From an optimization exercise on the open Yosys and OpenROAD flow, aimed at a short achievable clock period and few clock cycles; shortcuts taken in it are not production practice.
In this exercise RTL edits were held to simulation tests only and were not proved equivalent to the original.
Power is estimated from default activity; no workload was simulated.

==> run a <==
// mipsPipeline
module mipsPipeline (
	input  logic DCACHE_stall,
	input  logic rst_n,
	output logic icacheRen,
	output logic [mipsPkg::addrWidth-1:0] icacheAddr,
	input  logic [mipsPkg::dataWidth-1:0] icacheRdata,
	input  logic icacheStall,
	output logic dcacheRen,
	output logic dcacheWen,
	output logic [mipsPkg::addrWidth-1:0] dcacheAddr,
	output logic [mipsPkg::dataWidth-1:0] dcacheWdata,
	input  logic [mipsPkg::dataWidth-1:0] dcacheRdata,
	input  logic dcacheHold
);
export LEC_CHECK = 0
export ABC_CLOCK_PERIOD_IN_PS = 2500
export CAP_MARGIN = 20
export CORE_MARGIN = 2
export CORE_UTILIZATION = 30
export PLACE_DENSITY = 0.55
export SETUP_SLACK_MARGIN = 5
export SLEW_MARGIN = 20
create_clock -name core_clock -period 8.0 [get_ports {DCACHE_stall}]
run.sh (not shown) runs the stock make flow with config.mk's settings and CLKGATE_MAP_FILE= SYNTH_SCRIPT=/design/flow/synth_recipe.tcl, a recipe that flattens the netlist after the stock synthesis.
==> run b (differences from run a) <==
--- a/flow/design.v
+++ b/flow/design.v
@@ -41,16 +41,16 @@
 	localparam logic [addrWidth-1:0] resetPc = '0;
 	localparam logic [dataWidth-1:0] nopInstr = '0;	 
 endpackage
 import mipsPkg::*;
 module regFile (
 	input  logic DCACHE_stall,
 	input  logic rst_n,
-	input  logic [mipsPkg::regAddrWidth-1:0] rsIdx,
-	input  logic [mipsPkg::regAddrWidth-1:0] rtIdx,
+	input  logic [mipsPkg::regCount-1:0] rsSel,
+	input  logic [mipsPkg::regCount-1:0] rtSel,
 	input  logic wbWrite,
 	input  logic [mipsPkg::regAddrWidth-1:0] wbIdx,
 	input  logic [mipsPkg::dataWidth-1:0] wbData,
 	output logic [mipsPkg::dataWidth-1:0] rsData,
 	output logic [mipsPkg::dataWidth-1:0] rtData
 );
 	logic [dataWidth-1:0] regs [regCount];
@@ -58,16 +58,22 @@
 		if (!rst_n) begin
 			for (int i = 0; i < regCount; i++)
 				regs[i] <= '0;
 		end else if (wbWrite && wbIdx != '0) begin
 			regs[wbIdx] <= wbData;
 		end
 	end
-	assign rsData = (rsIdx == '0) ? '0 : regs[rsIdx];
-	assign rtData = (rtIdx == '0) ? '0 : regs[rtIdx];
+	always_comb begin
+		rsData = '0;
+		rtData = '0;
+		for (int i = 1; i < regCount; i++) begin
+			rsData = rsData | (regs[i] & {dataWidth{rsSel[i]}});
+			rtData = rtData | (regs[i] & {dataWidth{rtSel[i]}});
+		end
+	end
 endmodule
 import mipsPkg::*;
 module mipsPipeline (
 	input  logic DCACHE_stall,
 	input  logic rst_n,
 	output logic icacheRen,
 	output logic [mipsPkg::addrWidth-1:0] icacheAddr,
@@ -77,57 +83,71 @@
 	output logic dcacheWen,
 	output logic [mipsPkg::addrWidth-1:0] dcacheAddr,
 	output logic [mipsPkg::dataWidth-1:0] dcacheWdata,
 	input  logic [mipsPkg::dataWidth-1:0] dcacheRdata,
 	input  logic dcacheHold
 );
 	logic stall;
-	assign stall = icacheStall || dcacheHold;	 
 	logic [addrWidth-1:0] pc;		 
 	logic dValid;				 
 	logic [dataWidth-1:0] ir;
 	logic [addrWidth-1:0] dPcp1;
+	logic [regCount-1:0] dRsSel, dRtSel;	 
 	logic exRegWr, exLoad, exStore, exBeq;	 
 	logic [regAddrWidth-1:0] exDest;
-	logic [dataWidth-1:0] exA, exB, exSt;
-	logic exFwdA, exFwdB, exFwdSt;
-	logic exSub, exSlt;			 
+	logic [dataWidth-1:0] exT, exG, exSt;	 
+	logic exSub, exSlt;
+	logic [dataWidth-1:0] aluOut;			 
 	logic [2:0] exSel;			 
 	logic [addrWidth-1:0] exTarget;
 	logic mRegWr, mLoad, mStore;		 
 	logic [regAddrWidth-1:0] mDest;
 	logic [dataWidth-1:0] mRes, mSt;
 	logic wWr;				 
 	logic [regAddrWidth-1:0] wDest;
 	logic [dataWidth-1:0] wVal;
+	assign stall = dcacheHold && (mLoad || mStore);
 	logic [addrWidth-1:0] pcp1, jTarget;
 	logic fIsJ, taken, luStall;
 	assign icacheRen = 1'b1;
-	assign icacheAddr = pc;
+	assign icacheAddr = fetchPc;
 	assign pcp1 = pc + 1'b1;
 	assign fIsJ = icacheRdata[31:26] == opJ;
 	assign jTarget = {pcp1[addrWidth-1:26], icacheRdata[25:0]};
+	logic pcHold;
+	logic [addrWidth-1:0] pcNew, fetchPc;
+	assign pcHold = stall || (!taken && (luStall || icacheStall));
+	assign pcNew = taken ? exTarget : fIsJ ? jTarget : pcp1;
 	always_ff @(posedge DCACHE_stall or negedge rst_n) begin
 		if (!rst_n) begin
 			pc <= resetPc;
 			dValid <= 1'b0;
 		end else if (!stall) begin
-			if (taken) begin
-				pc <= exTarget;
+			if (!pcHold)
+				pc <= pcNew;
+			if (taken)
 				dValid <= 1'b0;
-			end else if (!luStall) begin
-				pc <= fIsJ ? jTarget : pcp1;
-				dValid <= 1'b1;
-			end
+			else if (!luStall)
+				dValid <= !icacheStall;
 		end
 	end
+	always_ff @(posedge DCACHE_stall or negedge rst_n) begin
+		if (!rst_n)
+			fetchPc <= resetPc;
+		else
+			fetchPc <= pcHold ? pc : pcNew;
+	end
 	always_ff @(posedge DCACHE_stall) begin
-		if (!stall && !taken && !luStall) begin
+		if (!stall && !luStall) begin
 			ir <= icacheRdata;
 			dPcp1 <= pcp1;
+			for (int i = 0; i < regCount; i++) begin
+				dRsSel[i] <= icacheRdata[25:21] == 5'(i);
+				dRtSel[i] <= icacheRdata[20:16] == 5'(i);
+			end
 		end
 	end
 	logic [5:0] op, fn;
 	logic [regAddrWidth-1:0] rs, rt, rd;
 	logic isAlu, isImm, isLw, isSw, isBeq;
 	logic regWrDec, useImm, zextImm, subDec, sltDec;
 	logic [2:0] selDec;
@@ -176,28 +196,25 @@
 	assign destDec = isAlu ? rd : rt;
 	assign regWrDec = dValid && (isAlu || isImm || isLw) && destDec != '0;
 	assign useImm = isImm || isLw || isSw;
 	assign useRs = isAlu || isImm || isLw || isSw || isBeq;
 	assign useRt = isAlu || isSw || isBeq;
 	assign immVal = zextImm ? {16'd0, ir[15:0]} : {{16{ir[15]}}, ir[15:0]};
 	regFile uRegFile (
-		.DCACHE_stall(DCACHE_stall), .rst_n(rst_n), .rsIdx(rs), .rtIdx(rt),
+		.DCACHE_stall(DCACHE_stall), .rst_n(rst_n), .rsSel(dRsSel), .rtSel(dRtSel),
 		.wbWrite(wWr), .wbIdx(wDest), .wbData(wVal),
 		.rsData(rfRs), .rtData(rfRt)
 	);
 	function automatic logic [dataWidth-1:0] bypass(input logic [regAddrWidth-1:0] idx,
 			input logic [dataWidth-1:0] rf, input logic mWr, input logic [regAddrWidth-1:0] mD,
 			input logic mLd, input logic [dataWidth-1:0] mR, input logic [dataWidth-1:0] ld,
 			input logic wW, input logic [regAddrWidth-1:0] wD, input logic [dataWidth-1:0] wV);
-		if (mWr && mD == idx)
-			bypass = mLd ? ld : mR;
-		else if (wW && wD == idx)
-			bypass = wV;
-		else
-			bypass = rf;
+		logic [dataWidth-1:0] early;
+		early = mWr && mD == idx ? (mLd ? ld : mR) : wV;
+		bypass = (mWr && mD == idx) || (wW && wD == idx) ? early : rf;
 	endfunction
 	assign rsVal = bypass(rs, rfRs, mRegWr, mDest, mLoad, mRes, dcacheRdata, wWr, wDest, wVal);
 	assign rtVal = bypass(rt, rfRt, mRegWr, mDest, mLoad, mRes, dcacheRdata, wWr, wDest, wVal);
 	assign eHitRs = exRegWr && exDest == rs;
 	assign eHitRt = exRegWr && exDest == rt;
 	assign luStall = dValid && exLoad && ((useRs && eHitRs) || (useRt && eHitRt));
 	always_ff @(posedge DCACHE_stall or negedge rst_n) begin
@@ -216,74 +233,120 @@
 				exRegWr <= regWrDec;
 				exLoad <= isLw;
 				exStore <= isSw;
 				exBeq <= isBeq;
 			end
 		end
 	end
-	always_ff @(posedge DCACHE_stall) begin
-		if (!stall) begin
+	logic [dataWidth-1:0] bNext;
+	assign bNext = useImm ? immVal : rtVal;
+	logic [dataWidth-1:0] aNext, bEff;
+	assign aNext = eHitRs ? aluOut : rsVal;
+	assign bEff = (eHitRt && !useImm ? aluOut : bNext) ^ {dataWidth{subDec}};
+	always_ff @(posedge DCACHE_stall or negedge rst_n) begin
+		if (!rst_n) begin
+			exDest <= '0;
+			exT <= '0;
+			exG <= '0;
+			exSt <= '0;
+			exSub <= 1'b0;
+			exSlt <= 1'b0;
+			exSel <= '0;
+			exTarget <= '0;
+		end else if (!stall) begin
 			exDest <= destDec;
-			exA <= rsVal;
-			exB <= useImm ? immVal : rtVal;
-			exSt <= rtVal;
-			exFwdA <= eHitRs;
-			exFwdB <= eHitRt && !useImm;
-			exFwdSt <= eHitRt;
+			exT <= aNext | bEff;
+			exG <= aNext & bEff;
+			exSt <= eHitRt ? aluOut : rtVal;
 			exSub <= subDec;
 			exSlt <= sltDec;
 			exSel <= selDec;
 			exTarget <= dPcp1 + {{(addrWidth-immWidth){ir[15]}}, ir[15:0]};
 		end
 	end
-	logic [dataWidth-1:0] opA, opB, opSt, aluOut;
 	logic [dataWidth:0] sum;
-	assign opA = exFwdA ? mRes : exA;
-	assign opB = exFwdB ? mRes : exB;
-	assign opSt = exFwdSt ? mRes : exSt;
-	assign sum = {1'b0, opA} + {1'b0, opB ^ {dataWidth{exSub}}} + exSub;
+	logic [dataWidth-1:0] gen [0:5];
+	logic [dataWidth-1:0] prop [0:5];
+	always_comb begin
+		gen[0] = exG;
+		prop[0] = exT;	 
+		gen[0][0] = gen[0][0] | (prop[0][0] & exSub);
+		for (int l = 1; l <= 5; l++) begin
+			for (int i = 0; i < dataWidth; i++) begin
+				if (i >= (1 << (l - 1))) begin
+					gen[l][i] = gen[l-1][i] | (prop[l-1][i] & gen[l-1][i - (1 << (l - 1))]);
+					prop[l][i] = prop[l-1][i] & prop[l-1][i - (1 << (l - 1))];
+				end else begin
+					gen[l][i] = gen[l-1][i];
+					prop[l][i] = prop[l-1][i];
+				end
+			end
+		end
+		sum[0] = exT[0] & ~exG[0] ^ exSub;
+		for (int i = 1; i < dataWidth; i++)
+			sum[i] = (exT[i] & ~exG[i]) ^ gen[5][i-1];
+		sum[dataWidth] = gen[5][dataWidth-1];
+	end
 	always_comb begin
 		case (exSel)
-			3'd1: aluOut = opA & opB;
-			3'd2: aluOut = opA | opB;
-			3'd3: aluOut = opA ^ opB;
-			3'd4: aluOut = ~(opA | opB);
+			3'd1: aluOut = exG;
+			3'd2: aluOut = exT;
+			3'd3: aluOut = exT & ~exG;
+			3'd4: aluOut = ~exT;
 			3'd5: aluOut = {{(dataWidth-1){1'b0}}, !sum[dataWidth]};	 
 			default: aluOut = sum[dataWidth-1:0];
 		endcase
 	end
-	assign taken = exBeq && opA == opB;
+	assign taken = exBeq && exT == exG;
 	always_ff @(posedge DCACHE_stall or negedge rst_n) begin
 		if (!rst_n) begin
 			mRegWr <= 1'b0;
 			mLoad <= 1'b0;
 			mStore <= 1'b0;
 		end else if (!stall) begin
 			mRegWr <= exRegWr;
 			mLoad <= exLoad;
 			mStore <= exStore;
 		end
 	end
-	always_ff @(posedge DCACHE_stall) begin
-		if (!stall) begin
+	always_ff @(posedge DCACHE_stall or negedge rst_n) begin
+		if (!rst_n) begin
+			mDest <= '0;
+			mRes <= '0;
+			mSt <= '0;
+		end else if (!stall) begin
 			mDest <= exDest;
 			mRes <= aluOut;
-			mSt <= opSt;
+			mSt <= exSt;
 		end
 	end
-	assign dcacheRen = mLoad;
-	assign dcacheWen = mStore;
-	assign dcacheAddr = mRes[dataWidth-1:2];	 
-	assign dcacheWdata = mSt;
+	logic oRen, oWen;
+	logic [addrWidth-1:0] oAddr;
+	logic [dataWidth-1:0] oWdata;
+	always_ff @(posedge DCACHE_stall or negedge rst_n) begin
+		if (!rst_n) begin
+			oRen <= 1'b0;
+			oWen <= 1'b0;
+		end else if (!(dcacheHold && (oRen || oWen))) begin	 
+			oRen <= exLoad;
+			oWen <= exStore;
+		end
+	end
+	always_ff @(posedge DCACHE_stall) begin
+		oAddr <= stall ? mRes[dataWidth-1:2] : aluOut[dataWidth-1:2];	 
+		oWdata <= stall ? mSt : exSt;
+	end
+	assign dcacheRen = oRen;
+	assign dcacheWen = oWen;
+	assign dcacheAddr = oAddr;
+	assign dcacheWdata = oWdata;
 	always_ff @(posedge DCACHE_stall or negedge rst_n) begin
 		if (!rst_n)
 			wWr <= 1'b0;
-		else if (!stall)
-			wWr <= mRegWr;
+		else
+			wWr <= mRegWr && !stall;
 	end
 	always_ff @(posedge DCACHE_stall) begin
-		if (!stall) begin
-			wDest <= mDest;
-			wVal <= mLoad ? dcacheRdata : mRes;
-		end
+		wDest <= mDest;
+		wVal <= mLoad ? dcacheRdata : mRes;
 	end
 endmodule
==> flow/config.mk (replaced) <==
export PLATFORM = sky130hd
export DESIGN_NAME = mipsPipeline
export DESIGN_NICKNAME = mipsPipeline
export VERILOG_FILES = /design/flow/design.v
export SDC_FILE = /design/flow/constraint.sdc
export NUM_CORES = 4
export LEC_CHECK = 0
export ABC_CLOCK_PERIOD_IN_PS = 2500
export CAP_MARGIN = 20
export CORE_MARGIN = 2
export CORE_UTILIZATION = 55
export PLACE_DENSITY = 0.7
export SETUP_SLACK_MARGIN = 5
export SLEW_MARGIN = 20
==> summary of the runs <==
Of run a and run b, run b has the higher power (gap about 2.8%, measured against run b).
Fmax: run a is lower than run b (about 16%).
Against run a, the synthesized cell count of run b is higher by about 8%.
Count of clock-buffer cells in the layout: run b is higher than run a (27).
Of run a and run b, run a has the higher non-clock buffer count (gap 558).
Testbench counts of run a, summed over its fixed seeds: cycles 38,515.
Testbench counts of run b, summed over its fixed seeds: cycles 38,508.

afterwards: timing with drivers on the ports:
How much do the figures lean on ideal ports? The routed layouts below were timed once more, with nothing changed but the port constraints.
Step 1 sets driving cells, clkbuf_16 on the clock port and buf_2 on the other inputs (assumed; they add their load-dependent delay and slew).
Step 2 moves the port delays by t, midway between the first and last clock arrival at a register: inputs arrive t later, outputs are due t later. That takes back most of the time a late clock gives input paths.
a / b / c = ideal ports / drivers / drivers and shift; a / b = the first two.
| run | shift t [ns] | slack for setup (ns) | worst setup path after step 2 |
|---|---|---|---|
| run a | 0.913 | 4.175 / 4.175 / 4.175 | register to register |
| run b | 0.895 | 4.773 / 4.773 / 4.257 | input to register |
After both steps every run listed still meets setup and hold. For run b, which loses most, drivers alone change the setup slack by 0.000 ns; drivers and shift together by -0.516 ns.
